This design comes from an exercise in tuning for small area and a short achievable clock period on the open sky130 flow, not from production work.
In this exercise RTL edits were held to simulation tests only and were not proved equivalent to the original.
Power figures rest on the tool's default switching activity, not on a simulated workload.

$ cat flow/flow/run.sh
#!/bin/bash
# Own layout flow: the standard synthesis; its combinational logic re-mapped
# by ABC for delay (resyn.sh: flip-flops and their names untouched); the
# re-mapped netlist is used only if ABC proves it equivalent to the standard
# one (flip-flops cut into inputs and outputs, a combinational miter); then
# the standard layout with plain buffers (buf_1) on the ports.
set -euo pipefail
R=orfs/results/sky130hd/peak_search_top/base
LIB=$FLOW_HOME/platforms/sky130hd/lib/sky130_fd_sc_hd__tt_025C_1v80.lib
bash standard.sh synth > standard_synth.log 2>&1
cp $R/1_2_yosys.v synth_netlist.v
echo "standard netlist kept" > resyn_used.log
if RESYN_D=${RESYN_D:-1800} bash flow/resyn.sh synth_netlist.v resyn_netlist.v $LIB \
   && python3 flow/cutff.py synth_netlist.v eq_gold.v > cutff.log 2>&1 \
   && python3 flow/cutff.py resyn_netlist.v eq_gate.v >> cutff.log 2>&1; then
  cat > miter.ys <<EOS
read_liberty -ignore_miss_func $LIB
read_verilog eq_gold.v
rename $FLOW_TOP gold
read_verilog eq_gate.v
rename $FLOW_TOP gate
flatten
miter -equiv -flatten gold gate m
hierarchy -top m
opt_clean
techmap
opt -fast
aigmap
write_aiger -zinit miter.aig
EOS
  if yosys -s miter.ys > miter.log 2>&1 \
     && yosys-abc -c "read miter.aig; strash; print_stats; iprove" > cec.log 2>&1 \
     && grep -q "^UNSATISFIABLE" cec.log; then
    echo "re-mapped netlist proven equivalent, used" > resyn_used.log
    cp resyn_netlist.v $R/1_2_yosys.v
    touch $R/1_2_yosys.v
    rm -f $R/1_synth.odb $R/1_synth.sdc
  fi
fi
bash standard.sh BUFFER_PORTS_ARGS="-buffer_cell sky130_fd_sc_hd__buf_1" finish > standard_flow.log 2>&1
$ cat flow/flow/cutff.py
#!/usr/bin/env python3
# Turns a gate netlist combinational: each flip-flop's Q becomes an input and
# its D (and DE) an output, named after the instance. Usage: cutff.py in.v out.v
import re, sys
text = open(sys.argv[1]).read()
m = re.search(r"^(.*?)module (\w+)\((.*?)\);\n(.*?)\nendmodule", text, re.S)
pre, name, portlist, body = m.groups()
newports, decls = [], []
def repl(cm):
    t, inst, pins = cm.group(1), cm.group(2), cm.group(3)
    if not re.search(r"df|edf|dl", t):
        return cm.group(0)
    pd = dict((p, n.strip()) for p, n in re.findall(r"\.(\w+)\(([^()]*)\)", pins))
    key = re.sub(r"[^A-Za-z0-9_]", "_", inst)
    out = []
    for p, n in pd.items():
        if p in ("CLK", "CLK_N"):
            continue
        nn = n + " " if n.startswith("\\") else n
        if p in ("Q", "Q_N"):
            port = f"ffq_{p}_{key}"
            newports.append(port); decls.append(f"  input {port};")
            out.append(f"  assign {nn} = {port};")
        else:
            port = f"ffd_{p}_{key}"
            newports.append(port); decls.append(f"  output {port};")
            out.append(f"  assign {port} = {nn};")
    return "\n".join(out) + "\n"
body = re.sub(r"\s*(sky130_fd_sc_hd__\w+)\s+(\S+)\s*\((.*?)\);\n", repl, body + "\n", flags=re.S)
open(sys.argv[2], "w").write(pre + f"module {name}({portlist}, {', '.join(newports)});\n" + "\n".join(decls) + "\n" + body + "\nendmodule\n")
$ cat flow/flow/resyn.sh
#!/bin/bash
# resyn.sh IN.v OUT.v LIB : re-maps the combinational logic of a gate netlist
# with ABC (delay-driven mapping, then gate sizing); the flip-flops and tie
# cells stay as they are, with their instance names.
set -euo pipefail
IN=$1; OUT=$2; LIB=$3; D=${RESYN_D:-1500}
DU="-dont_use *probe* -dont_use *lpflow* -dont_use *clkdly* -dont_use *dlygate* -dont_use *dlymetal* -dont_use *ebuf* -dont_use *einv* -dont_use *dlclkp* -dont_use *conb*"
cat > resyn.ys <<EOS
read_liberty -ignore_miss_func $LIB
read_verilog $IN
hierarchy -top $FLOW_TOP
blackbox sky130_fd_sc_hd__dfxtp_1 sky130_fd_sc_hd__edfxtp_1 sky130_fd_sc_hd__conb_1
flatten
opt_clean -purge
abc -liberty $LIB $DU -script "+strash; &get -n; &st; &dch; &nf -D $D; &put; topo; upsize -D $D; dnsize -D $D; stime"
opt_clean -purge
splitnets
opt_clean -purge
insbuf -buf sky130_fd_sc_hd__buf_1 A X
stat -liberty $LIB
write_verilog -noattr -noexpr -nohex -nodec $OUT
EOS
yosys -s resyn.ys > resyn.log 2>&1
$ cat flow/standard.sh
#!/bin/bash
# synth_recipe.tcl (not shown) runs the flow's synth.tcl, then flattens the netlist and writes it again
# the make line also repeats each setting of config.mk as NAME=value (left out here)
make -C /OpenROAD-flow-scripts/flow DESIGN_CONFIG=/design/flow/config.mk WORK_HOME=/design/flow/orfs CLKGATE_MAP_FILE= SYNTH_SCRIPT=/design/flow/synth_recipe.tcl "${@:-finish}"
$ cat flow/config.mk
export PLATFORM = sky130hd
export DESIGN_NAME = peak_search_top
export DESIGN_NICKNAME = peak_search_top
export VERILOG_FILES = /design/flow/design.v
export SDC_FILE = /design/flow/constraint.sdc
export NUM_CORES = 4
export LEC_CHECK = 0
export CAP_MARGIN = 20
export CORE_MARGIN = 2
export CORE_UTILIZATION = 60
export CTS_BUF_LIST = sky130_fd_sc_hd__clkbuf_4 sky130_fd_sc_hd__clkbuf_8
export CTS_CLUSTER_SIZE = 30
export SETUP_SLACK_MARGIN = 4.5
export SLEW_MARGIN = 20
$ cat flow/constraint.sdc
create_clock -name core_clock -period 7.5 [get_ports {clk}]
set_input_delay 1.5000 -clock core_clock [delete_from_list [all_inputs] [get_ports {clk}]]
set_output_delay 1.5000 -clock core_clock [all_outputs]
set_load 0.01 [all_outputs]
$ cat flow/design.v
`default_nettype none
package sample_pkg;
   typedef logic signed [12-1:0] sample_t;
   typedef logic [(12 + 1)-1:0] power_t;
   typedef logic [10-1:0] index_t;
   typedef logic [16-1:0] count_t;
   typedef logic [$clog2(1024):0] frame_len_t;
endpackage
`default_nettype wire
`default_nettype none
package apb_regs_pkg;
   typedef logic [31:0] apb_data_t;
   typedef logic [1:0] ctrl_t;
   typedef enum logic [8-1:0] {
      ADDR_CTRL        = 8'h00,
      ADDR_FRAME_LEN   = 8'h04,
      ADDR_STATUS      = 8'h08,
      ADDR_PEAK_POWER  = 8'h0C,
      ADDR_PEAK_INDEX  = 8'h10,
      ADDR_FRAME_COUNT = 8'h14
   } reg_addr_e;
   localparam int CTRL_ENABLE_BIT = 0;
   localparam int CTRL_IRQ_EN_BIT = 1;
   localparam int STATUS_DONE_BIT = 0;
   localparam int STATUS_BUSY_BIT = 1;
endpackage
`default_nettype wire
`timescale 1ns/1ns
`default_nettype none
module iq_pwr_tree (
   input  wire [10:0] i_xi,
   input  wire        i_si,
   input  wire [10:0] i_xq,
   input  wire        i_sq,
   output wire [12:0] o_r0,
   output wire [12:0] o_r1
);
   wire hs1, hc2;
   assign hs1 = (i_si & i_xi[0]) ^ (i_xi[1] & ~i_xi[0]);
   assign hc2 = (i_si & i_xi[0]) & (i_xi[1] & ~i_xi[0]);
   wire hs3, hc4;
   assign hs3 = (i_sq & i_xq[0]) ^ (i_xq[1] & ~i_xq[0]);
   assign hc4 = (i_sq & i_xq[0]) & (i_xq[1] & ~i_xq[0]);
   wire fs5, fc6;
   assign fs5 = (i_xi[1] & i_xi[0]) ^ (i_si & i_xi[2]) ^ (i_xi[0] & i_xi[2]);
   assign fc6 = ((i_xi[1] & i_xi[0]) & (i_si & i_xi[2])) | ((i_xi[1] & i_xi[0]) & (i_xi[0] & i_xi[2])) | ((i_si & i_xi[2]) & (i_xi[0] & i_xi[2]));
   wire fs7, fc8;
   assign fs7 = (i_xq[1] & i_xq[0]) ^ (i_sq & i_xq[2]) ^ (i_xq[0] & i_xq[2]);
   assign fc8 = ((i_xq[1] & i_xq[0]) & (i_sq & i_xq[2])) | ((i_xq[1] & i_xq[0]) & (i_xq[0] & i_xq[2])) | ((i_sq & i_xq[2]) & (i_xq[0] & i_xq[2]));
   wire fs9, fc10;
   assign fs9 = (i_xi[2] & ~i_xi[1]) ^ (i_si & i_xi[3]) ^ (i_xi[0] & i_xi[3]);
   assign fc10 = ((i_xi[2] & ~i_xi[1]) & (i_si & i_xi[3])) | ((i_xi[2] & ~i_xi[1]) & (i_xi[0] & i_xi[3])) | ((i_si & i_xi[3]) & (i_xi[0] & i_xi[3]));
   wire fs11, fc12;
   assign fs11 = (i_xq[2] & ~i_xq[1]) ^ (i_sq & i_xq[3]) ^ (i_xq[0] & i_xq[3]);
   assign fc12 = ((i_xq[2] & ~i_xq[1]) & (i_sq & i_xq[3])) | ((i_xq[2] & ~i_xq[1]) & (i_xq[0] & i_xq[3])) | ((i_sq & i_xq[3]) & (i_xq[0] & i_xq[3]));
   wire fs13, fc14;
   assign fs13 = (i_xi[2] & i_xi[1]) ^ (i_si & i_xi[4]) ^ (i_xi[0] & i_xi[4]);
   assign fc14 = ((i_xi[2] & i_xi[1]) & (i_si & i_xi[4])) | ((i_xi[2] & i_xi[1]) & (i_xi[0] & i_xi[4])) | ((i_si & i_xi[4]) & (i_xi[0] & i_xi[4]));
   wire hs15, hc16;
   assign hs15 = (i_xi[1] & i_xi[3]) ^ fc10;
   assign hc16 = (i_xi[1] & i_xi[3]) & fc10;
   wire fs17, fc18;
   assign fs17 = (i_xq[2] & i_xq[1]) ^ (i_sq & i_xq[4]) ^ (i_xq[0] & i_xq[4]);
   assign fc18 = ((i_xq[2] & i_xq[1]) & (i_sq & i_xq[4])) | ((i_xq[2] & i_xq[1]) & (i_xq[0] & i_xq[4])) | ((i_sq & i_xq[4]) & (i_xq[0] & i_xq[4]));
   wire hs19, hc20;
   assign hs19 = (i_xq[1] & i_xq[3]) ^ fc12;
   assign hc20 = (i_xq[1] & i_xq[3]) & fc12;
   wire fs21, fc22;
   assign fs21 = (i_xi[3] & ~i_xi[2]) ^ (i_si & i_xi[5]) ^ (i_xi[0] & i_xi[5]);
   assign fc22 = ((i_xi[3] & ~i_xi[2]) & (i_si & i_xi[5])) | ((i_xi[3] & ~i_xi[2]) & (i_xi[0] & i_xi[5])) | ((i_si & i_xi[5]) & (i_xi[0] & i_xi[5]));
   wire fs23, fc24;
   assign fs23 = (i_xi[1] & i_xi[4]) ^ fc14 ^ fs21;
   assign fc24 = ((i_xi[1] & i_xi[4]) & fc14) | ((i_xi[1] & i_xi[4]) & fs21) | (fc14 & fs21);
   wire fs25, fc26;
   assign fs25 = (i_xq[3] & ~i_xq[2]) ^ (i_sq & i_xq[5]) ^ (i_xq[0] & i_xq[5]);
   assign fc26 = ((i_xq[3] & ~i_xq[2]) & (i_sq & i_xq[5])) | ((i_xq[3] & ~i_xq[2]) & (i_xq[0] & i_xq[5])) | ((i_sq & i_xq[5]) & (i_xq[0] & i_xq[5]));
   wire fs27, fc28;
   assign fs27 = (i_xq[1] & i_xq[4]) ^ fc18 ^ fs25;
   assign fc28 = ((i_xq[1] & i_xq[4]) & fc18) | ((i_xq[1] & i_xq[4]) & fs25) | (fc18 & fs25);
   wire fs29, fc30;
   assign fs29 = (i_xi[3] & i_xi[2]) ^ (i_si & i_xi[6]) ^ (i_xi[0] & i_xi[6]);
   assign fc30 = ((i_xi[3] & i_xi[2]) & (i_si & i_xi[6])) | ((i_xi[3] & i_xi[2]) & (i_xi[0] & i_xi[6])) | ((i_si & i_xi[6]) & (i_xi[0] & i_xi[6]));
   wire fs31, fc32;
   assign fs31 = (i_xi[1] & i_xi[5]) ^ (i_xi[2] & i_xi[4]) ^ fc22;
   assign fc32 = ((i_xi[1] & i_xi[5]) & (i_xi[2] & i_xi[4])) | ((i_xi[1] & i_xi[5]) & fc22) | ((i_xi[2] & i_xi[4]) & fc22);
   wire hs33, hc34;
   assign hs33 = fs29 ^ fc24;
   assign hc34 = fs29 & fc24;
   wire fs35, fc36;
   assign fs35 = (i_xq[3] & i_xq[2]) ^ (i_sq & i_xq[6]) ^ (i_xq[0] & i_xq[6]);
   assign fc36 = ((i_xq[3] & i_xq[2]) & (i_sq & i_xq[6])) | ((i_xq[3] & i_xq[2]) & (i_xq[0] & i_xq[6])) | ((i_sq & i_xq[6]) & (i_xq[0] & i_xq[6]));
   wire fs37, fc38;
   assign fs37 = (i_xq[1] & i_xq[5]) ^ (i_xq[2] & i_xq[4]) ^ fc26;
   assign fc38 = ((i_xq[1] & i_xq[5]) & (i_xq[2] & i_xq[4])) | ((i_xq[1] & i_xq[5]) & fc26) | ((i_xq[2] & i_xq[4]) & fc26);
   wire hs39, hc40;
   assign hs39 = fs35 ^ fc28;
   assign hc40 = fs35 & fc28;
   wire fs41, fc42;
   assign fs41 = (i_xi[4] & ~i_xi[3]) ^ (i_si & i_xi[7]) ^ (i_xi[0] & i_xi[7]);
   assign fc42 = ((i_xi[4] & ~i_xi[3]) & (i_si & i_xi[7])) | ((i_xi[4] & ~i_xi[3]) & (i_xi[0] & i_xi[7])) | ((i_si & i_xi[7]) & (i_xi[0] & i_xi[7]));
   wire fs43, fc44;
   assign fs43 = (i_xi[1] & i_xi[6]) ^ (i_xi[2] & i_xi[5]) ^ fc30;
   assign fc44 = ((i_xi[1] & i_xi[6]) & (i_xi[2] & i_xi[5])) | ((i_xi[1] & i_xi[6]) & fc30) | ((i_xi[2] & i_xi[5]) & fc30);
   wire fs45, fc46;
   assign fs45 = fs41 ^ fc32 ^ fs43;
   assign fc46 = (fs41 & fc32) | (fs41 & fs43) | (fc32 & fs43);
   wire fs47, fc48;
   assign fs47 = (i_xq[4] & ~i_xq[3]) ^ (i_sq & i_xq[7]) ^ (i_xq[0] & i_xq[7]);
   assign fc48 = ((i_xq[4] & ~i_xq[3]) & (i_sq & i_xq[7])) | ((i_xq[4] & ~i_xq[3]) & (i_xq[0] & i_xq[7])) | ((i_sq & i_xq[7]) & (i_xq[0] & i_xq[7]));
   wire fs49, fc50;
   assign fs49 = (i_xq[1] & i_xq[6]) ^ (i_xq[2] & i_xq[5]) ^ fc36;
   assign fc50 = ((i_xq[1] & i_xq[6]) & (i_xq[2] & i_xq[5])) | ((i_xq[1] & i_xq[6]) & fc36) | ((i_xq[2] & i_xq[5]) & fc36);
   wire fs51, fc52;
   assign fs51 = fs47 ^ fc38 ^ fs49;
   assign fc52 = (fs47 & fc38) | (fs47 & fs49) | (fc38 & fs49);
   wire fs53, fc54;
   assign fs53 = (i_xi[4] & i_xi[3]) ^ (i_si & i_xi[8]) ^ (i_xi[0] & i_xi[8]);
   assign fc54 = ((i_xi[4] & i_xi[3]) & (i_si & i_xi[8])) | ((i_xi[4] & i_xi[3]) & (i_xi[0] & i_xi[8])) | ((i_si & i_xi[8]) & (i_xi[0] & i_xi[8]));
   wire fs55, fc56;
   assign fs55 = (i_xi[1] & i_xi[7]) ^ (i_xi[2] & i_xi[6]) ^ (i_xi[3] & i_xi[5]);
   assign fc56 = ((i_xi[1] & i_xi[7]) & (i_xi[2] & i_xi[6])) | ((i_xi[1] & i_xi[7]) & (i_xi[3] & i_xi[5])) | ((i_xi[2] & i_xi[6]) & (i_xi[3] & i_xi[5]));
   wire fs57, fc58;
   assign fs57 = fc42 ^ fs53 ^ fs55;
   assign fc58 = (fc42 & fs53) | (fc42 & fs55) | (fs53 & fs55);
   wire hs59, hc60;
   assign hs59 = fc44 ^ fs57;
   assign hc60 = fc44 & fs57;
   wire fs61, fc62;
   assign fs61 = (i_xq[4] & i_xq[3]) ^ (i_sq & i_xq[8]) ^ (i_xq[0] & i_xq[8]);
   assign fc62 = ((i_xq[4] & i_xq[3]) & (i_sq & i_xq[8])) | ((i_xq[4] & i_xq[3]) & (i_xq[0] & i_xq[8])) | ((i_sq & i_xq[8]) & (i_xq[0] & i_xq[8]));
   wire fs63, fc64;
   assign fs63 = (i_xq[1] & i_xq[7]) ^ (i_xq[2] & i_xq[6]) ^ (i_xq[3] & i_xq[5]);
   assign fc64 = ((i_xq[1] & i_xq[7]) & (i_xq[2] & i_xq[6])) | ((i_xq[1] & i_xq[7]) & (i_xq[3] & i_xq[5])) | ((i_xq[2] & i_xq[6]) & (i_xq[3] & i_xq[5]));
   wire fs65, fc66;
   assign fs65 = fc48 ^ fs61 ^ fs63;
   assign fc66 = (fc48 & fs61) | (fc48 & fs63) | (fs61 & fs63);
   wire hs67, hc68;
   assign hs67 = fc50 ^ fs65;
   assign hc68 = fc50 & fs65;
   wire fs69, fc70;
   assign fs69 = (i_xi[5] & ~i_xi[4]) ^ (i_si & i_xi[9]) ^ (i_xi[0] & i_xi[9]);
   assign fc70 = ((i_xi[5] & ~i_xi[4]) & (i_si & i_xi[9])) | ((i_xi[5] & ~i_xi[4]) & (i_xi[0] & i_xi[9])) | ((i_si & i_xi[9]) & (i_xi[0] & i_xi[9]));
   wire fs71, fc72;
   assign fs71 = (i_xi[1] & i_xi[8]) ^ (i_xi[2] & i_xi[7]) ^ (i_xi[3] & i_xi[6]);
   assign fc72 = ((i_xi[1] & i_xi[8]) & (i_xi[2] & i_xi[7])) | ((i_xi[1] & i_xi[8]) & (i_xi[3] & i_xi[6])) | ((i_xi[2] & i_xi[7]) & (i_xi[3] & i_xi[6]));
   wire fs73, fc74;
   assign fs73 = fc54 ^ fc56 ^ fs69;
   assign fc74 = (fc54 & fc56) | (fc54 & fs69) | (fc56 & fs69);
   wire fs75, fc76;
   assign fs75 = fs71 ^ fc58 ^ fs73;
   assign fc76 = (fs71 & fc58) | (fs71 & fs73) | (fc58 & fs73);
   wire fs77, fc78;
   assign fs77 = (i_xq[5] & ~i_xq[4]) ^ (i_sq & i_xq[9]) ^ (i_xq[0] & i_xq[9]);
   assign fc78 = ((i_xq[5] & ~i_xq[4]) & (i_sq & i_xq[9])) | ((i_xq[5] & ~i_xq[4]) & (i_xq[0] & i_xq[9])) | ((i_sq & i_xq[9]) & (i_xq[0] & i_xq[9]));
   wire fs79, fc80;
   assign fs79 = (i_xq[1] & i_xq[8]) ^ (i_xq[2] & i_xq[7]) ^ (i_xq[3] & i_xq[6]);
   assign fc80 = ((i_xq[1] & i_xq[8]) & (i_xq[2] & i_xq[7])) | ((i_xq[1] & i_xq[8]) & (i_xq[3] & i_xq[6])) | ((i_xq[2] & i_xq[7]) & (i_xq[3] & i_xq[6]));
   wire fs81, fc82;
   assign fs81 = fc62 ^ fc64 ^ fs77;
   assign fc82 = (fc62 & fc64) | (fc62 & fs77) | (fc64 & fs77);
   wire fs83, fc84;
   assign fs83 = fs79 ^ fc66 ^ fs81;
   assign fc84 = (fs79 & fc66) | (fs79 & fs81) | (fc66 & fs81);
   wire [11:0] low_A;
   assign low_A = {1'b0, hc60, fc46, hc34, fs31, hc16, fs13, fc6, hc2, (i_si & i_xi[1]), 1'b0, (i_xi[0] ^ i_si)} + {1'b0, fs75, hs59, fs45, hs33, fs23, hs15, fs9, fs5, hs1, 1'b0, 1'b0};
   wire [11:0] low_B;
   assign low_B = {1'b0, hc68, fc52, hc40, fs37, hc20, fs17, fc8, hc4, (i_sq & i_xq[1]), 1'b0, (i_xq[0] ^ i_sq)} + {1'b0, fs83, hs67, fs51, hs39, fs27, hs19, fs11, fs7, hs3, 1'b0, 1'b0};
   wire fs85, fc86;
   assign fs85 = (i_xi[5] & i_xi[4]) ^ (i_si & i_xi[10]) ^ (i_xi[0] & i_xi[10]);
   assign fc86 = ((i_xi[5] & i_xi[4]) & (i_si & i_xi[10])) | ((i_xi[5] & i_xi[4]) & (i_xi[0] & i_xi[10])) | ((i_si & i_xi[10]) & (i_xi[0] & i_xi[10]));
   wire fs87, fc88;
   assign fs87 = (i_xi[1] & i_xi[9]) ^ (i_xi[2] & i_xi[8]) ^ (i_xi[3] & i_xi[7]);
   assign fc88 = ((i_xi[1] & i_xi[9]) & (i_xi[2] & i_xi[8])) | ((i_xi[1] & i_xi[9]) & (i_xi[3] & i_xi[7])) | ((i_xi[2] & i_xi[8]) & (i_xi[3] & i_xi[7]));
   wire fs89, fc90;
   assign fs89 = (i_xi[4] & i_xi[6]) ^ (i_xq[5] & i_xq[4]) ^ (i_sq & i_xq[10]);
   assign fc90 = ((i_xi[4] & i_xi[6]) & (i_xq[5] & i_xq[4])) | ((i_xi[4] & i_xi[6]) & (i_sq & i_xq[10])) | ((i_xq[5] & i_xq[4]) & (i_sq & i_xq[10]));
   wire fs91, fc92;
   assign fs91 = (i_xq[0] & i_xq[10]) ^ (i_xq[1] & i_xq[9]) ^ (i_xq[2] & i_xq[8]);
   assign fc92 = ((i_xq[0] & i_xq[10]) & (i_xq[1] & i_xq[9])) | ((i_xq[0] & i_xq[10]) & (i_xq[2] & i_xq[8])) | ((i_xq[1] & i_xq[9]) & (i_xq[2] & i_xq[8]));
   wire fs93, fc94;
   assign fs93 = (i_xq[3] & i_xq[7]) ^ (i_xq[4] & i_xq[6]) ^ fc70;
   assign fc94 = ((i_xq[3] & i_xq[7]) & (i_xq[4] & i_xq[6])) | ((i_xq[3] & i_xq[7]) & fc70) | ((i_xq[4] & i_xq[6]) & fc70);
   wire fs95, fc96;
   assign fs95 = fc72 ^ fc78 ^ fc80;
   assign fc96 = (fc72 & fc78) | (fc72 & fc80) | (fc78 & fc80);
   wire fs97, fc98;
   assign fs97 = fs85 ^ fs87 ^ fs89;
   assign fc98 = (fs85 & fs87) | (fs85 & fs89) | (fs87 & fs89);
   wire fs99, fc100;
   assign fs99 = fs91 ^ fc74 ^ fc82;
   assign fc100 = (fs91 & fc74) | (fs91 & fc82) | (fc74 & fc82);
   wire fs101, fc102;
   assign fs101 = fs93 ^ fs95 ^ fs97;
   assign fc102 = (fs93 & fs95) | (fs93 & fs97) | (fs95 & fs97);
   wire fs103, fc104;
   assign fs103 = fs99 ^ fc76 ^ fc84;
   assign fc104 = (fs99 & fc76) | (fs99 & fc84) | (fc76 & fc84);
   wire fs105, fc106;
   assign fs105 = fs101 ^ fs103 ^ low_A[11];
   assign fc106 = (fs101 & fs103) | (fs101 & low_A[11]) | (fs103 & low_A[11]);
   wire fs107, fc108;
   assign fs107 = (i_xi[6] & ~i_xi[5]) ^ (i_xi[1] & i_xi[10]) ^ (i_xi[2] & i_xi[9]);
   assign fc108 = ((i_xi[6] & ~i_xi[5]) & (i_xi[1] & i_xi[10])) | ((i_xi[6] & ~i_xi[5]) & (i_xi[2] & i_xi[9])) | ((i_xi[1] & i_xi[10]) & (i_xi[2] & i_xi[9]));
   wire fs109, fc110;
   assign fs109 = (i_xi[3] & i_xi[8]) ^ (i_xi[4] & i_xi[7]) ^ (i_xq[6] & ~i_xq[5]);
   assign fc110 = ((i_xi[3] & i_xi[8]) & (i_xi[4] & i_xi[7])) | ((i_xi[3] & i_xi[8]) & (i_xq[6] & ~i_xq[5])) | ((i_xi[4] & i_xi[7]) & (i_xq[6] & ~i_xq[5]));
   wire fs111, fc112;
   assign fs111 = (i_xq[1] & i_xq[10]) ^ (i_xq[2] & i_xq[9]) ^ (i_xq[3] & i_xq[8]);
   assign fc112 = ((i_xq[1] & i_xq[10]) & (i_xq[2] & i_xq[9])) | ((i_xq[1] & i_xq[10]) & (i_xq[3] & i_xq[8])) | ((i_xq[2] & i_xq[9]) & (i_xq[3] & i_xq[8]));
   wire fs113, fc114;
   assign fs113 = (i_xq[4] & i_xq[7]) ^ fc86 ^ fc88;
   assign fc114 = ((i_xq[4] & i_xq[7]) & fc86) | ((i_xq[4] & i_xq[7]) & fc88) | (fc86 & fc88);
   wire fs115, fc116;
   assign fs115 = fc90 ^ fc92 ^ fs107;
   assign fc116 = (fc90 & fc92) | (fc90 & fs107) | (fc92 & fs107);
   wire fs117, fc118;
   assign fs117 = fs109 ^ fs111 ^ fc94;
   assign fc118 = (fs109 & fs111) | (fs109 & fc94) | (fs111 & fc94);
   wire fs119, fc120;
   assign fs119 = fc96 ^ fc98 ^ fs113;
   assign fc120 = (fc96 & fc98) | (fc96 & fs113) | (fc98 & fs113);
   wire fs121, fc122;
   assign fs121 = fs115 ^ fc100 ^ fs117;
   assign fc122 = (fs115 & fc100) | (fs115 & fs117) | (fc100 & fs117);
   wire fs123, fc124;
   assign fs123 = fs119 ^ fc102 ^ fc104;
   assign fc124 = (fs119 & fc102) | (fs119 & fc104) | (fc102 & fc104);
   wire hs125, hc126;
   assign hs125 = fs121 ^ fs123;
   assign hc126 = fs121 & fs123;
   wire fs127, fc128;
   assign fs127 = (i_xi[6] & i_xi[5]) ^ (i_xi[2] & i_xi[10]) ^ (i_xi[3] & i_xi[9]);
   assign fc128 = ((i_xi[6] & i_xi[5]) & (i_xi[2] & i_xi[10])) | ((i_xi[6] & i_xi[5]) & (i_xi[3] & i_xi[9])) | ((i_xi[2] & i_xi[10]) & (i_xi[3] & i_xi[9]));
   wire fs129, fc130;
   assign fs129 = (i_xi[4] & i_xi[8]) ^ (i_xi[5] & i_xi[7]) ^ (i_xq[6] & i_xq[5]);
   assign fc130 = ((i_xi[4] & i_xi[8]) & (i_xi[5] & i_xi[7])) | ((i_xi[4] & i_xi[8]) & (i_xq[6] & i_xq[5])) | ((i_xi[5] & i_xi[7]) & (i_xq[6] & i_xq[5]));
   wire fs131, fc132;
   assign fs131 = (i_xq[2] & i_xq[10]) ^ (i_xq[3] & i_xq[9]) ^ (i_xq[4] & i_xq[8]);
   assign fc132 = ((i_xq[2] & i_xq[10]) & (i_xq[3] & i_xq[9])) | ((i_xq[2] & i_xq[10]) & (i_xq[4] & i_xq[8])) | ((i_xq[3] & i_xq[9]) & (i_xq[4] & i_xq[8]));
   wire fs133, fc134;
   assign fs133 = (i_xq[5] & i_xq[7]) ^ fc108 ^ fc110;
   assign fc134 = ((i_xq[5] & i_xq[7]) & fc108) | ((i_xq[5] & i_xq[7]) & fc110) | (fc108 & fc110);
   wire fs135, fc136;
   assign fs135 = fc112 ^ fs127 ^ fs129;
   assign fc136 = (fc112 & fs127) | (fc112 & fs129) | (fs127 & fs129);
   wire fs137, fc138;
   assign fs137 = fs131 ^ fc114 ^ fc116;
   assign fc138 = (fs131 & fc114) | (fs131 & fc116) | (fc114 & fc116);
   wire fs139, fc140;
   assign fs139 = fs133 ^ fs135 ^ fc118;
   assign fc140 = (fs133 & fs135) | (fs133 & fc118) | (fs135 & fc118);
   wire fs141, fc142;
   assign fs141 = fc120 ^ fs137 ^ fs139;
   assign fc142 = (fc120 & fs137) | (fc120 & fs139) | (fs137 & fs139);
   wire fs143, fc144;
   assign fs143 = fc122 ^ fc124 ^ fs141;
   assign fc144 = (fc122 & fc124) | (fc122 & fs141) | (fc124 & fs141);
   wire fs145, fc146;
   assign fs145 = (i_xi[7] & ~i_xi[6]) ^ (i_xi[3] & i_xi[10]) ^ (i_xi[4] & i_xi[9]);
   assign fc146 = ((i_xi[7] & ~i_xi[6]) & (i_xi[3] & i_xi[10])) | ((i_xi[7] & ~i_xi[6]) & (i_xi[4] & i_xi[9])) | ((i_xi[3] & i_xi[10]) & (i_xi[4] & i_xi[9]));
   wire fs147, fc148;
   assign fs147 = (i_xi[5] & i_xi[8]) ^ (i_xq[7] & ~i_xq[6]) ^ (i_xq[3] & i_xq[10]);
   assign fc148 = ((i_xi[5] & i_xi[8]) & (i_xq[7] & ~i_xq[6])) | ((i_xi[5] & i_xi[8]) & (i_xq[3] & i_xq[10])) | ((i_xq[7] & ~i_xq[6]) & (i_xq[3] & i_xq[10]));
   wire fs149, fc150;
   assign fs149 = (i_xq[4] & i_xq[9]) ^ (i_xq[5] & i_xq[8]) ^ fc128;
   assign fc150 = ((i_xq[4] & i_xq[9]) & (i_xq[5] & i_xq[8])) | ((i_xq[4] & i_xq[9]) & fc128) | ((i_xq[5] & i_xq[8]) & fc128);
   wire fs151, fc152;
   assign fs151 = fc130 ^ fc132 ^ fs145;
   assign fc152 = (fc130 & fc132) | (fc130 & fs145) | (fc132 & fs145);
   wire fs153, fc154;
   assign fs153 = fs147 ^ fc134 ^ fc136;
   assign fc154 = (fs147 & fc134) | (fs147 & fc136) | (fc134 & fc136);
   wire fs155, fc156;
   assign fs155 = fs149 ^ fs151 ^ fc138;
   assign fc156 = (fs149 & fs151) | (fs149 & fc138) | (fs151 & fc138);
   wire fs157, fc158;
   assign fs157 = fs153 ^ fc140 ^ fs155;
   assign fc158 = (fs153 & fc140) | (fs153 & fs155) | (fc140 & fs155);
   wire hs159, hc160;
   assign hs159 = fc142 ^ fs157;
   assign hc160 = fc142 & fs157;
   wire fs161, fc162;
   assign fs161 = (i_xi[7] & i_xi[6]) ^ (i_xi[4] & i_xi[10]) ^ (i_xi[5] & i_xi[9]);
   assign fc162 = ((i_xi[7] & i_xi[6]) & (i_xi[4] & i_xi[10])) | ((i_xi[7] & i_xi[6]) & (i_xi[5] & i_xi[9])) | ((i_xi[4] & i_xi[10]) & (i_xi[5] & i_xi[9]));
   wire fs163, fc164;
   assign fs163 = (i_xi[6] & i_xi[8]) ^ (i_xq[7] & i_xq[6]) ^ (i_xq[4] & i_xq[10]);
   assign fc164 = ((i_xi[6] & i_xi[8]) & (i_xq[7] & i_xq[6])) | ((i_xi[6] & i_xi[8]) & (i_xq[4] & i_xq[10])) | ((i_xq[7] & i_xq[6]) & (i_xq[4] & i_xq[10]));
   wire fs165, fc166;
   assign fs165 = (i_xq[5] & i_xq[9]) ^ (i_xq[6] & i_xq[8]) ^ fc146;
   assign fc166 = ((i_xq[5] & i_xq[9]) & (i_xq[6] & i_xq[8])) | ((i_xq[5] & i_xq[9]) & fc146) | ((i_xq[6] & i_xq[8]) & fc146);
   wire fs167, fc168;
   assign fs167 = fc148 ^ fs161 ^ fs163;
   assign fc168 = (fc148 & fs161) | (fc148 & fs163) | (fs161 & fs163);
   wire fs169, fc170;
   assign fs169 = fc150 ^ fc152 ^ fs165;
   assign fc170 = (fc150 & fc152) | (fc150 & fs165) | (fc152 & fs165);
   wire fs171, fc172;
   assign fs171 = fs167 ^ fc154 ^ fs169;
   assign fc172 = (fs167 & fc154) | (fs167 & fs169) | (fc154 & fs169);
   wire fs173, fc174;
   assign fs173 = fc156 ^ fs171 ^ fc158;
   assign fc174 = (fc156 & fs171) | (fc156 & fc158) | (fs171 & fc158);
   wire fs175, fc176;
   assign fs175 = (i_xi[8] & ~i_xi[7]) ^ (i_xi[5] & i_xi[10]) ^ (i_xi[6] & i_xi[9]);
   assign fc176 = ((i_xi[8] & ~i_xi[7]) & (i_xi[5] & i_xi[10])) | ((i_xi[8] & ~i_xi[7]) & (i_xi[6] & i_xi[9])) | ((i_xi[5] & i_xi[10]) & (i_xi[6] & i_xi[9]));
   wire fs177, fc178;
   assign fs177 = (i_xq[8] & ~i_xq[7]) ^ (i_xq[5] & i_xq[10]) ^ (i_xq[6] & i_xq[9]);
   assign fc178 = ((i_xq[8] & ~i_xq[7]) & (i_xq[5] & i_xq[10])) | ((i_xq[8] & ~i_xq[7]) & (i_xq[6] & i_xq[9])) | ((i_xq[5] & i_xq[10]) & (i_xq[6] & i_xq[9]));
   wire fs179, fc180;
   assign fs179 = fc162 ^ fc164 ^ fs175;
   assign fc180 = (fc162 & fc164) | (fc162 & fs175) | (fc164 & fs175);
   wire fs181, fc182;
   assign fs181 = fs177 ^ fc166 ^ fc168;
   assign fc182 = (fs177 & fc166) | (fs177 & fc168) | (fc166 & fc168);
   wire fs183, fc184;
   assign fs183 = fs179 ^ fc170 ^ fs181;
   assign fc184 = (fs179 & fc170) | (fs179 & fs181) | (fc170 & fs181);
   wire hs185, hc186;
   assign hs185 = fc172 ^ fs183;
   assign hc186 = fc172 & fs183;
   wire fs187, fc188;
   assign fs187 = (i_xi[8] & i_xi[7]) ^ (i_xi[6] & i_xi[10]) ^ (i_xi[7] & i_xi[9]);
   assign fc188 = ((i_xi[8] & i_xi[7]) & (i_xi[6] & i_xi[10])) | ((i_xi[8] & i_xi[7]) & (i_xi[7] & i_xi[9])) | ((i_xi[6] & i_xi[10]) & (i_xi[7] & i_xi[9]));
   wire fs189, fc190;
   assign fs189 = (i_xq[8] & i_xq[7]) ^ (i_xq[6] & i_xq[10]) ^ (i_xq[7] & i_xq[9]);
   assign fc190 = ((i_xq[8] & i_xq[7]) & (i_xq[6] & i_xq[10])) | ((i_xq[8] & i_xq[7]) & (i_xq[7] & i_xq[9])) | ((i_xq[6] & i_xq[10]) & (i_xq[7] & i_xq[9]));
   wire fs191, fc192;
   assign fs191 = fc176 ^ fc178 ^ fs187;
   assign fc192 = (fc176 & fc178) | (fc176 & fs187) | (fc178 & fs187);
   wire fs193, fc194;
   assign fs193 = fs189 ^ fc180 ^ fs191;
   assign fc194 = (fs189 & fc180) | (fs189 & fs191) | (fc180 & fs191);
   wire fs195, fc196;
   assign fs195 = fc182 ^ fs193 ^ fc184;
   assign fc196 = (fc182 & fs193) | (fc182 & fc184) | (fs193 & fc184);
   wire fs197, fc198;
   assign fs197 = (i_xi[9] & ~i_xi[8]) ^ (i_xi[7] & i_xi[10]) ^ (i_xq[9] & ~i_xq[8]);
   assign fc198 = ((i_xi[9] & ~i_xi[8]) & (i_xi[7] & i_xi[10])) | ((i_xi[9] & ~i_xi[8]) & (i_xq[9] & ~i_xq[8])) | ((i_xi[7] & i_xi[10]) & (i_xq[9] & ~i_xq[8]));
   wire fs199, fc200;
   assign fs199 = (i_xq[7] & i_xq[10]) ^ fc188 ^ fc190;
   assign fc200 = ((i_xq[7] & i_xq[10]) & fc188) | ((i_xq[7] & i_xq[10]) & fc190) | (fc188 & fc190);
   wire fs201, fc202;
   assign fs201 = fs197 ^ fc192 ^ fs199;
   assign fc202 = (fs197 & fc192) | (fs197 & fs199) | (fc192 & fs199);
   wire hs203, hc204;
   assign hs203 = fs201 ^ fc194;
   assign hc204 = fs201 & fc194;
   wire fs205, fc206;
   assign fs205 = (i_xi[9] & i_xi[8]) ^ (i_xi[8] & i_xi[10]) ^ (i_xq[9] & i_xq[8]);
   assign fc206 = ((i_xi[9] & i_xi[8]) & (i_xi[8] & i_xi[10])) | ((i_xi[9] & i_xi[8]) & (i_xq[9] & i_xq[8])) | ((i_xi[8] & i_xi[10]) & (i_xq[9] & i_xq[8]));
   wire fs207, fc208;
   assign fs207 = (i_xq[8] & i_xq[10]) ^ fc198 ^ fs205;
   assign fc208 = ((i_xq[8] & i_xq[10]) & fc198) | ((i_xq[8] & i_xq[10]) & fs205) | (fc198 & fs205);
   wire fs209, fc210;
   assign fs209 = fc200 ^ fs207 ^ fc202;
   assign fc210 = (fc200 & fs207) | (fc200 & fc202) | (fs207 & fc202);
   wire fs211, fc212;
   assign fs211 = (i_xi[10] & ~i_xi[9]) ^ (i_xq[10] & ~i_xq[9]) ^ fc206;
   assign fc212 = ((i_xi[10] & ~i_xi[9]) & (i_xq[10] & ~i_xq[9])) | ((i_xi[10] & ~i_xi[9]) & fc206) | ((i_xq[10] & ~i_xq[9]) & fc206);
   wire hs213, hc214;
   assign hs213 = fc208 ^ fs211;
   assign hc214 = fc208 & fs211;
   wire fs215, fc216;
   assign fs215 = (i_xi[10] & i_xi[9]) ^ (i_xq[10] & i_xq[9]) ^ fc212;
   assign fc216 = ((i_xi[10] & i_xi[9]) & (i_xq[10] & i_xq[9])) | ((i_xi[10] & i_xi[9]) & fc212) | ((i_xq[10] & i_xq[9]) & fc212);
   assign o_r0 = {1'b0, fc216, hc214, fc210, hc204, fc196, hc186, fc174, hc160, fc144, hc126, fc106, low_B[11]};
   assign o_r1 = {1'b0, 1'b0, fs215, hs213, fs209, hs203, fs195, hs185, fs173, hs159, fs143, hs125, fs105};
endmodule
module iq_power (
   input  wire                 clk,
   input  wire                 i_rst_n,
   input  wire                 i_valid,
   output logic                o_ready,
   input  wire sample_pkg::sample_t i_i,
   input  wire sample_pkg::sample_t i_q,
   output logic                o_pwr_valid,
   input  wire                 i_pwr_ready,
   output logic [10:0]         o_xi,
   output logic                o_si,
   output logic [10:0]         o_xq,
   output logic                o_sq
);
   logic take;
   assign o_ready = i_pwr_ready | ~o_pwr_valid;
   assign take    = i_valid & o_ready;
   always_ff @(posedge clk) begin
      if (!i_rst_n) begin
         o_pwr_valid <= 1'b0;
      end else if (take) begin
         o_pwr_valid <= 1'b1;
      end else if (i_pwr_ready) begin
         o_pwr_valid <= 1'b0;
      end
   end
   always_ff @(posedge clk) begin
      if (o_ready) begin
         o_xi <= i_i[10:0] ^ {11{i_i[11]}};
         o_si <= i_i[11];
         o_xq <= i_q[10:0] ^ {11{i_q[11]}};
         o_sq <= i_q[11];
      end
   end
endmodule
`default_nettype wire
`timescale 1ns/1ns
`default_nettype none
module frame_arg_max (
   input  wire                     clk,
   input  wire                     i_rst_n,
   input  wire                     i_enable,
   input  wire sample_pkg::frame_len_t i_frame_len,
   input  wire                     i_pwr_valid,
   output logic                    o_pwr_ready,
   input  wire [10:0]              i_xi,
   input  wire                     i_si,
   input  wire [10:0]              i_xq,
   input  wire                     i_sq,
   output logic                    o_res_valid,
   output sample_pkg::power_t      o_peak_power,
   output sample_pkg::index_t      o_peak_index,
   input  wire                     i_res_busy,
   output logic                    o_busy
);
   logic                   hold_q;
   logic                   hold_d;
   logic                   infr_q;      
   logic                   infr_d;
   logic                   res_d;
   sample_pkg::index_t     cnt_q;
   sample_pkg::index_t     cnt_inc;
   sample_pkg::index_t     len_q;
   sample_pkg::index_t     cur_len;
   logic                   first;
   logic                   take;
   logic                   last;
   logic                   lag_v_q;
   logic                   lag_first_q;
   sample_pkg::index_t     lag_idx_q;
   logic [12:0]            r0, r1;
   logic [12:0]            lag_r0_q, lag_r1_q;
   sample_pkg::power_t     lag_pwr;
   logic [12:0]            s1, c1, nm;
   logic [13:0]            s2, c2, gt_sum;
   logic                   gt;
   sample_pkg::power_t     max_q;
   sample_pkg::index_t     idx_q;
   sample_pkg::power_t     max_d;
   sample_pkg::index_t     idx_d;
   logic                   upd;
   assign o_pwr_ready = i_enable & ~hold_q;
   assign take        = i_pwr_valid & o_pwr_ready;
   assign first   = ~infr_q;
   assign cnt_inc = cnt_q + 1'b1;
   assign cur_len = first ? i_frame_len[10-1:0] : len_q;
   assign last    = (cnt_inc == cur_len);
   always_comb begin
      hold_d = hold_q;
      infr_d = infr_q;
      res_d  = 1'b0;
      if (hold_q) begin
         if (!i_res_busy) begin
            hold_d = 1'b0;
            res_d  = 1'b1;
         end
      end else if (take) begin
         infr_d = ~last;
         if (last) begin
            if (i_res_busy || o_res_valid) begin
               hold_d = 1'b1;
            end else begin
               res_d  = 1'b1;
            end
         end
      end
   end
   always_ff @(posedge clk) begin
      if (!i_rst_n) begin
         hold_q      <= 1'b0;
         infr_q      <= 1'b0;
         o_busy      <= 1'b0;
         cnt_q       <= '0;
         o_res_valid <= 1'b0;
         lag_v_q     <= 1'b0;
      end else begin
         hold_q      <= hold_d;
         infr_q      <= infr_d;
         o_busy      <= hold_d | infr_d;
         o_res_valid <= res_d;
         lag_v_q     <= take;
         if (take) begin
            cnt_q <= last ? '0 : cnt_inc;
         end
      end
   end
   always_ff @(posedge clk) begin
      if (take && first) begin
         len_q <= i_frame_len[10-1:0];
      end
   end
   iq_pwr_tree tree0 (
      .i_xi (i_xi),
      .i_si (i_si),
      .i_xq (i_xq),
      .i_sq (i_sq),
      .o_r0 (r0),
      .o_r1 (r1)
   );
   always_ff @(posedge clk) begin
      lag_r0_q    <= r0;
      lag_r1_q    <= r1;
      lag_idx_q   <= cnt_q;
      lag_first_q <= first;
   end
   assign s1 = lag_r0_q;
   assign c1 = lag_r1_q;
   assign lag_pwr = s1 + c1;
   assign nm = ~max_q;
   assign s2 = {1'b0, s1 ^ c1 ^ nm};
   assign c2 = {(s1 & c1) | (s1 & nm) | (c1 & nm), 1'b0};
   assign gt_sum = s2 + c2;
   assign gt     = gt_sum[13];
   assign upd   = lag_v_q & (lag_first_q | gt);
   assign max_d = upd ? lag_pwr : max_q;
   assign idx_d = upd ? lag_idx_q : idx_q;
   always_ff @(posedge clk) begin
      max_q <= max_d;
      idx_q <= idx_d;
   end
   assign o_peak_power = max_d;
   assign o_peak_index = idx_d;
endmodule
`default_nettype wire
`timescale 1ns/1ns
`default_nettype none
module peak_apb_regs (
   input  wire                      clk,
   input  wire                      i_rst_n,
   input  wire                      i_psel,
   input  wire                      i_penable,
   input  wire                      i_pwrite,
   input  wire logic [8-1:0]  i_paddr,
   input  wire apb_regs_pkg::apb_data_t i_pwdata,
   output apb_regs_pkg::apb_data_t  o_prdata,
   output logic                     o_pready,
   output logic                     o_pslverr,
   output logic                     o_enable,
   output sample_pkg::frame_len_t   o_frame_len,
   input  wire                      i_res_valid,
   input  wire sample_pkg::power_t  i_peak_power,
   input  wire sample_pkg::index_t  i_peak_index,
   input  wire                      i_busy,
   output logic                     o_res_busy,
   output logic                     o_irq
);
   apb_regs_pkg::ctrl_t      ctrl_q;
   sample_pkg::frame_len_t frame_len_q;
   logic       done_q;
   logic       irq_q;
   sample_pkg::power_t     peak_power_q;
   sample_pkg::index_t     peak_index_q;
   sample_pkg::count_t     frame_count_q;
   logic       access;
   logic [5:0] sel_d;
   logic [5:0] sel_q;
   logic       unmapped_q;
   logic       write_q;
   logic       clamp_q;
   logic       wr;
   apb_regs_pkg::apb_data_t  rdata;
   localparam int FL_W = $clog2(1024) + 1;
   assign sel_d[0] = (i_paddr == 8'h00);
   assign sel_d[1] = (i_paddr == 8'h04);
   assign sel_d[2] = (i_paddr == 8'h08);
   assign sel_d[3] = (i_paddr == 8'h0C);
   assign sel_d[4] = (i_paddr == 8'h10);
   assign sel_d[5] = (i_paddr == 8'h14);
   always_ff @(posedge clk) begin
      sel_q      <= sel_d;
      unmapped_q <= ~|sel_d;
      write_q    <= i_pwrite;
      clamp_q    <= (i_pwdata == '0) || (i_pwdata > 1024);
   end
   assign access = i_psel & i_penable;
   assign wr     = access & write_q;
   always_comb begin
      rdata = '0;
      rdata[1:0]   = rdata[1:0]   | ({2{sel_q[0]}} & ctrl_q);
      rdata[10:0]  = rdata[10:0]  | ({11{sel_q[1]}} & frame_len_q);
      rdata[1:0]   = rdata[1:0]   | ({2{sel_q[2]}} & {i_busy, done_q});
      rdata[12:0]  = rdata[12:0]  | ({13{sel_q[3]}} & peak_power_q);
      rdata[9:0]   = rdata[9:0]   | ({10{sel_q[4]}} & peak_index_q);
      rdata[15:0]  = rdata[15:0]  | ({16{sel_q[5]}} & frame_count_q);
   end
   assign o_prdata  = rdata;
   assign o_pready  = 1'b1;
   assign o_pslverr = unmapped_q;
   always_ff @(posedge clk) begin
      if (!i_rst_n) begin
         ctrl_q        <= '0;
         frame_len_q   <= 1024;
         done_q        <= 1'b0;
         irq_q         <= 1'b0;
         frame_count_q <= '0;
      end else begin
         irq_q <= done_q & ctrl_q[apb_regs_pkg::CTRL_IRQ_EN_BIT];
         if (wr && sel_q[0]) begin
            ctrl_q <= i_pwdata[1:0];
         end
         if (wr && sel_q[1]) begin
            frame_len_q <= clamp_q ? FL_W'(1024) : i_pwdata[FL_W-1:0];
         end
         if (i_res_valid) begin
            done_q        <= 1'b1;
            frame_count_q <= frame_count_q + 1'b1;
         end else if (wr && sel_q[2] && i_pwdata[apb_regs_pkg::STATUS_DONE_BIT]) begin
            done_q <= 1'b0;
         end
      end
   end
   always_ff @(posedge clk) begin
      if (i_res_valid) begin
         peak_power_q <= i_peak_power;
         peak_index_q <= i_peak_index;
      end
   end
   assign o_enable    = ctrl_q[apb_regs_pkg::CTRL_ENABLE_BIT];
   assign o_frame_len = frame_len_q;
   assign o_res_busy  = done_q;
   assign o_irq       = irq_q;
endmodule
`default_nettype wire
`timescale 1ns/1ns
`default_nettype none
module peak_search_top (
   input  wire                      clk,
   input  wire                      i_rst_n,
   input  wire                      i_s_valid,
   output wire                      o_s_ready,
   input  wire sample_pkg::sample_t i_s_i,
   input  wire sample_pkg::sample_t i_s_q,
   input  wire                      i_psel,
   input  wire                      i_penable,
   input  wire                      i_pwrite,
   input  wire logic [8-1:0]  i_paddr,
   input  wire apb_regs_pkg::apb_data_t i_pwdata,
   output wire apb_regs_pkg::apb_data_t o_prdata,
   output wire                      o_pready,
   output wire                      o_pslverr,
   output wire                      o_irq
);
   logic       enable;
   sample_pkg::frame_len_t frame_len;
   logic       res_valid;
   sample_pkg::power_t     peak_power;
   sample_pkg::index_t     peak_index;
   logic       res_busy;
   logic       busy;
   logic       pwr_valid;
   logic       pwr_ready;
   logic [10:0] pwr_xi;
   logic        pwr_si;
   logic [10:0] pwr_xq;
   logic        pwr_sq;
   iq_power power0 (
      .clk     (clk),
      .i_rst_n (i_rst_n),
      .i_valid (i_s_valid),
      .o_ready (o_s_ready),
      .i_i     (i_s_i),
      .i_q     (i_s_q),
      .o_pwr_valid (pwr_valid),
      .i_pwr_ready (pwr_ready),
      .o_xi    (pwr_xi),
      .o_si    (pwr_si),
      .o_xq    (pwr_xq),
      .o_sq    (pwr_sq)
   );
   frame_arg_max search0 (
      .clk           (clk),
      .i_rst_n       (i_rst_n),
      .i_enable      (enable),
      .i_frame_len   (frame_len),
      .i_pwr_valid   (pwr_valid),
      .o_pwr_ready   (pwr_ready),
      .i_xi          (pwr_xi),
      .i_si          (pwr_si),
      .i_xq          (pwr_xq),
      .i_sq          (pwr_sq),
      .o_res_valid   (res_valid),
      .o_peak_power  (peak_power),
      .o_peak_index  (peak_index),
      .i_res_busy    (res_busy),
      .o_busy        (busy)
   );
   peak_apb_regs regs0 (
      .clk           (clk),
      .i_rst_n       (i_rst_n),
      .i_psel        (i_psel),
      .i_penable     (i_penable),
      .i_pwrite      (i_pwrite),
      .i_paddr       (i_paddr),
      .i_pwdata      (i_pwdata),
      .o_prdata      (o_prdata),
      .o_pready      (o_pready),
      .o_pslverr     (o_pslverr),
      .o_enable      (enable),
      .o_frame_len   (frame_len),
      .i_res_valid   (res_valid),
      .i_peak_power  (peak_power),
      .i_peak_index  (peak_index),
      .i_busy        (busy),
      .o_res_busy    (res_busy),
      .o_irq         (o_irq)
   );
endmodule
`default_nettype wire
==> results of run 1 <==
## cell usage in the layout, fill, tap and decap left out, drive strengths merged, types with 13 or more instances in the layout
master / count
nor2: 21
conb: 19
and3: 13
o21ai: 18
and2: 98
a22oi: 23
edfxtp: 57
xor2: 31
xnor2: 29
inv: 163
a21oi: 28
clkbuf: 20
mux2: 19
nor2b: 25
nand2: 98
mux2i: 14
fa: 106
nand3: 22
ha: 52
buf: 177
dfxtp: 113
## synth_stat cells (6+ instances only)
| library cell | number |
|---|---|
| a22oi_1 | 22 |
| o22ai_1 | 6 |
| and3_1 | 11 |
| ha_1 | 52 |
| a21o_1 | 9 |
| nor2b_1 | 25 |
| fa_1 | 106 |
| buf_1 | 8 |
| buf_4 | 17 |
| nor3b_1 | 11 |
| xnor2_1 | 29 |
| nand4_1 | 6 |
| o21ai_0 | 18 |
| dfxtp_1 | 113 |
| mux2_2 | 19 |
| edfxtp_1 | 57 |
| nor3_1 | 12 |
| nor2_1 | 21 |
| nand2_1 | 98 |
| a31oi_1 | 6 |
| nand2b_1 | 9 |
| clkbuf_1 | 36 |
| xor2_1 | 31 |
| inv_1 | 154 |
| a21oi_1 | 28 |
| mux2i_1 | 14 |
| nor4_1 | 9 |
| nand3_1 | 21 |
| and2_1 | 98 |
## sequential cells by signal (all words and copies together) (netlist names), 2 cells and up
name / count
regs0.peak_power_q: 13
search0.lag_idx_q: 10
power0.o_xq: 11
regs0.ctrl_q: 2
regs0.frame_count_q: 16
regs0.peak_index_q: 10
search0.cnt_q: 10
search0.lag_r1_q: 11
search0.lag_r0_q: 12
regs0.frame_len_q: 11
search0.len_q: 10
search0.idx_q: 10
power0.o_xi: 11
regs0.sel_q: 6
search0.max_q: 13
## where the power goes
part | switching, mW | total (mW) | internal (mW) | leakage [nW]
clock network | 0.389 | 0.649 | 0.259 | 0.202
registers | 0.0549 | 1.09 | 1.04 | 1.49
logic | 0.834 | 1.59 | 0.759 | 4.05
total | 1.28 | 3.34 | 2.06 | 5.74
## kinds of logic after synthesis
| logic type | after synthesis | synth area share |
|---|---|---|
| buffers and inverters | 221 | 0.08273 |
| AO/OA/AOI/OAI | 120 | 0.07136 |
| multiplexers | 33 | 0.03155 |
| adder cells (fa/ha/maj) | 158 | 0.2471 |
| other | 2 | 0.0006692 |
| AND/OR/NAND/NOR | 340 | 0.1637 |
| flip-flops | 170 | 0.3541 |
| XOR/XNOR | 61 | 0.04883 |
## final timing paths
path	from	slack, ps	depth (start not counted)	end
worst max-delay path	power0.o_xi[4]	4110	9	search0.lag_r1_q[2]
worst min-delay path	search0.cnt_q[1]	410	0	search0.lag_idx_q[1]
worst max register to register	power0.o_xi[4]	4110	9	search0.lag_r1_q[2]
worst min register to register	search0.cnt_q[1]	410	0	search0.lag_idx_q[1]
## metrics by stage
step / worst slack [ps] / instances / cell area [µm²] / util / hold slack [ps]
floorplan: 4211 / 1122 / 11370 / - / 330.0
global route: 4034 / 1501 / 13240 / 0.7149 / 423.4
global placement: 4041 / 1381 / 11620 / 0.6276 / 398.7
finish: 4109 / 1501 / 13240 / 0.7149 / 414.5
CTS: 4142 / 1480 / 12780 / 0.6902 / 414.0
detailed placement: 3998 / 1381 / 11620 / 0.6276 / 396.2
## area by class of cell
class	instances	area (µm²)
Clock buffer	18	247.7
Clock inverter	14	150.1
Fill cell	1390	5280
Inverter	154	578.1
Multi-Input combinational cell	731	6765
Sequential cell	170	3996
Tap cell	234	292.8
Timing Repair Buffer	180	1207
## timing repair
item                                    4_1_cts  5_1_grt
buffers inserted                             64       20
endpoints found under the setup margin       73       60
cloned                                        3        1
pin swaps                                    30       34
resized for setup                            63       97
## per-layer routing
layer / vias up / wire length, µm / GRT usage
met5: - / 0 / 0
met4: 0 / 901 / 0.1021
met3: 48 / 713 / 0.04484
met2: 160 / 12250 / 0.4449
met1: 3785 / 10430 / 0.3195
li1: 3846 / - / -
==> flow_summary.ini, run 1 <==
[power_and_ir_drop]
powerDensity_nw_per_um2 = 252.0
cellLeakagePower_nw = 5.742
peakVddDrop_mv = 0.1983
fin_total_pwr_mw = 3.336

[logic_synthesis]
async_flop_share = 0
netlist_area_um2 = 11220
synth_top_flop_cell = dfxtp_1
ys_top_cells_by_area = dfxtp_1 (20%), fa_1 (19%), edfxtp_1 (15%), ha_1 (5.8%), and2_1 (5.5%)
syn_area_per_cell_um2 = 10.16
synth.distinct_cells = 64
syn_inst = 1105
synth_edf_count = 57
synth_top_area_frac = 0.2016
synth_warnings = 3
yosysTopAreaCell = dfxtp_1
yosysSeqAreaShare = 0.3541
ys_ff_latch = 170

[die]
dieHeight_um = 140.8
core_um2 = 18520
die_w_um = 140.8
rows = 50
die_area_um2 = 19810
ioPinCount = 106
initial_core_util = 0.6060

[timing]
slew-limit-headroom = 0.3982
hold_viol_final = 0
tns_ps = 0
max_freq_mhz = 294.9
setup_viol_count_final = 0
finClkSkew_ps = 22.20
fin_crit_ps = 3391
drv_slew = 0
rsz0062_at_grt = true
tightest_slew_ps = 899.4
min_period_over_period = 0.4521

[setup_path]
critPathCaptureType = flop
cpPeakStageDelay_ps = 550
start_kind = flop
cp_max_fo = 3
critical_path_class = flop to flop
cp.arrival_ps = 3750
required_ps = 7860
cpMostUsedCell = fa_1
crit_chain = buf_6, and2_4, fa_1, inv_2, fa_1, inv_2, fa_1, fa_1, fa_1
critical-path-slowest-cell = fa_1
crit_family = adder cells
crit_buf_inv = 3

[clock_network]
cts_root_buffer = clkbuf_8
cts_made_buffers = 17
clkSlewWorstSetupHoldPaths_ps = 100
hold_buffers = 0
insertion_delay_ps = 480
numClockSinks = 170
cts_tree = yes
clockBufferDepth = 2
htreeDepth = 4

[final_layout]
diodes = 0
areaGrowthSynthToFinish_pct = 17.96
drive_gt1_frac = 0.2131
nets = 1482

[detailed_routing]
firstDrtPassIters = 4
ant_nets = 0
drc = 0
drt_wl_total_mm = 24.30
vias_per_cell = 5.223
wl_per_cell_um = 16.19
drtIter0Drc = 332
vias = 7839

[global_route]
grt_usage = 0.2561
overflow = 0
first_global_vias = 8020
antenna_found_initial = 0
grt_pass1_wl_mm = 39.57
grt_max_degree = 53

[run]
maxCapViolations = 0

[placed_design]
place.gp.congestion = 0.9026
dpl.hpwl_mm = 17.18
portBuffers = 88

[outcome]
status = timing/DRC/antenna clean

[hold_path]
min_path_type = flop to flop
==> inputs of run 2 (changes only) <==
--- a/flow/flow/cutff.py
+++ b/flow/flow/cutff.py
@@ -9,5 +9,5 @@
 def repl(cm):
     t, inst, pins = cm.group(1), cm.group(2), cm.group(3)
-    if not re.search(r"df|edf|dl", t):
+    if not re.search(r"__(dfxtp|edfxtp|dfrtp|dfstp|dfxbp|dfrbp|dfsbp|dfbbp|dfbbn|dfrtn|edfxbp)_", t):
         return cm.group(0)
     pd = dict((p, n.strip()) for p, n in re.findall(r"\.(\w+)\(([^()]*)\)", pins))
==> run 2 against run 1 <==
  * Global-route usage increased by 1.6 points
  * Critical endpoint is now o_prdata[1]
  * Critical path type is now flop to primary output
  * Still clean on timing, DRC and antenna
  * Cell count increased by 1.7%
  * Largest cell class unchanged
  * Highest routed layer unchanged
  * Power increased by 1.3%
==> flow_summary.ini, run 2 <==
[outcome]
status = timing/DRC/antenna clean

[setup_path]
critPathCaptureType = primary output
cp_max_fo = 11
crit_chain = a222oi_1, nand2_1, buf_1
critical-path-slowest-cell = a222oi_1
critical_path_class = flop to primary output
crit_end = o_prdata[1]
reg2reg_depth = 10
crit_buf_inv = 1
worstSetupPathDepth = 3
crit_path_start = regs0.sel_q[5]
cpPeakStageDelay_ps = 440
regToRegStartpoint = search0.lag_r0_q[6]
cp.arrival_ps = 1550
crit_family = compound AO/OA/AOI/OAI gates
start_kind = flop
required_ps = 6000
worstReg2RegEnd = regs0.peak_index_q[2]
reg2reg_slack_ps = 4500

[timing]
max_freq_mhz = 328.3
finClkSkew_ps = 18.65
setup_viol_count_final = 0
fin_crit_ps = 3046
tns_ps = 0
hold_viol_final = 0
drv_slew = 0
tightest_slew_ps = 873.8
rsz0062_at_grt = true
slew-limit-headroom = 0.4153
min_period_over_period = 0.4062

[clock_network]
insertion_delay_ps = 460
numClockSinks = 170
clockBufferDepth = 2
cts_tree = yes
hold_buffers = 0
cts_made_buffers = 17
clkSlewWorstSetupHoldPaths_ps = 90
htreeDepth = 4
cts_root_buffer = clkbuf_8

[global_route]
antenna_found_initial = 0
grt_usage = 0.2718
first_global_vias = 7953
grt_max_degree = 47
grt_pass1_wl_mm = 39.00
overflow = 0

[final_layout]
diodes = 0
layout_commonest_cell = nand2_1
largestRegisters = regs0.frame_count_q: 16 flops, regs0.peak_power_q: 13 flops, search0.max_q: 13 flops
fin_cells = 1527
final_cell_mix = nand2_1 (148), dfxtp_1 (99), xnor2_1 (94)
regMostFlops = regs0.frame_count_q
stdcell_area_um2 = 12200
largest_reg_flops = 16
nets = 1364
areaGrowthSynthToFinish_pct = 18.88
drive_gt1_frac = 0.1377

[die]
ioPinCount = 106
rows = 47
initial_core_util = 0.6167
die_area_um2 = 18170
core_um2 = 16640
die_w_um = 134.8
dieHeight_um = 134.8

[detailed_routing]
drt_wl_total_mm = 25.76
top_layer_used = met4
drtIter0Drc = 584
drc = 0
dr_wl_met2_mm = 12.84
ant_nets = 0
vias = 8921
firstDrtPassIters = 8
wl_met1_mm = 10.48
wl_per_cell_um = 16.87
wl_met3_mm = 1.682
vias_per_cell = 5.842

[logic_synthesis]
syn_area_per_cell_um2 = 9.314
syn_inst = 1102
netlist_area_um2 = 10260
synth_warnings = 3

[run]
maxCapViolations = 0

[power_and_ir_drop]
peakVddDrop_mv = 0.1542
combPwrFrac = 0.474
power.internal_mw = 2.116
cellLeakagePower_nw = 4.679
powerDensity_nw_per_um2 = 277.0
power_switching_mw = 1.263
seqPwrFrac = 0.330
pwr-share-clk = 0.196
switching_share = 0.3738

[placed_design]
dpl.hpwl_mm = 17.53
portBuffers = 88
place_area_um2 = 10900
place.gp.congestion = 0.8906
dpl.cell_count = 1416

[hold_path]
min_path_type = flop to flop
## run 2: power by group through the flow
stage                     registers [mW]  logic, mW  clock network (mW)
final                               1.11       1.60               0.663
after global routing                1.13       1.77               0.708
after CTS                           1.11       1.43               0.672
after detailed placement            1.16       1.37                   0
after global placement              1.15       1.34                   0
after floorplan                     1.13       1.15                   0
## run 2: repair_timing
item                                    4_1_cts  5_1_grt
pin swaps                                     4       15
resized for setup                            11       66
gates cloned                                  0        3
endpoints found under the setup margin       24       69
buffers inserted                             37       39
## run 2: cell type report
cell class              count  area [µm²]
flip-flops and latches    170        3999
fillers                  1266        4441
inverters                  20       75.07
repair buffers            168       968.4
multi-input cells         917        6479
well taps                 220       275.3
clock buffers              18       241.5
clock inverters            14       163.9
## run 2: per-layer routing
metal	vias up	GRT usage
li1	4334	-
met1	4163	0.3308
met2	372	0.4800
met3	52	0.05068
met4	0	0.09942
met5	-	0
## run 2: worst min-delay path by stage
| stage | to | cells after the start | from | slack (ps) |
|---|---|---|---|---|
| final | search0.lag_idx_q[1] | 0 | search0.cnt_q[1] | 420 |
| after global routing | search0.lag_idx_q[1] | 0 | search0.cnt_q[1] | 440 |
| after CTS | search0.lag_idx_q[1] | 0 | search0.cnt_q[1] | 420 |
| after detailed placement | search0.lag_idx_q[1] | 0 | search0.cnt_q[1] | 410 |
| after global placement | search0.lag_idx_q[1] | 0 | search0.cnt_q[1] | 410 |
| after floorplan | search0.lag_idx_q[9] | 0 | search0.cnt_q[9] | 380 |
## run 2: per-stage QoR
| stage | setup WS (ps) | utilization | hold slack, ps | total power [mW] |
|---|---|---|---|---|
| 4_1_cts | 4419 | 0.6985 | 422.3 | 3.215 |
| 6_report | 4454 | 0.7332 | 423.0 | 3.380 |
| 2_1_floorplan | 4622 | - | 375.2 | 2.282 |
| 3_3_place_gp | 4419 | 0.6551 | 411.4 | 2.493 |
| 3_5_place_dp | 4342 | 0.6551 | 407.9 | 2.525 |
| 5_1_grt | 4384 | 0.7332 | 439.1 | 3.601 |

[what the ideal ports hide]
How much do the figures lean on ideal ports? The routed layouts below were timed once more, with nothing changed but the port constraints.
Step 1 sets driving cells, clkbuf_16 on the clock port and buf_2 on the other inputs (assumed; they add their load-dependent delay and slew).
Step 2, shift: input delay + t, output delay - t, t = (earliest + latest rising clock arrival at the registers) / 2. This alone moves slack from input paths to output paths.
Slacks: ideal / step 1 / step 2; pairs: ideal / step 1.
run | t, ns | setup slack, ns | clock arrival spread, ns | worst register clock-pin slew, ns | worst data-port slew with drivers (ns)
run 1 | 0.506 | 4.109 / 4.109 / 4.109 | 0.024 / 0.024 | 0.11 / 0.11 | 0.04
run 2 | 0.493 | 4.454 / 4.412 / 4.330 | 0.019 / 0.020 | 0.10 / 0.10 | 0.03
After both steps setup and hold are still met in every run listed. The setup slack of run 2, which loses most, moves by -0.042 ns with the drivers and by -0.124 ns with both steps.
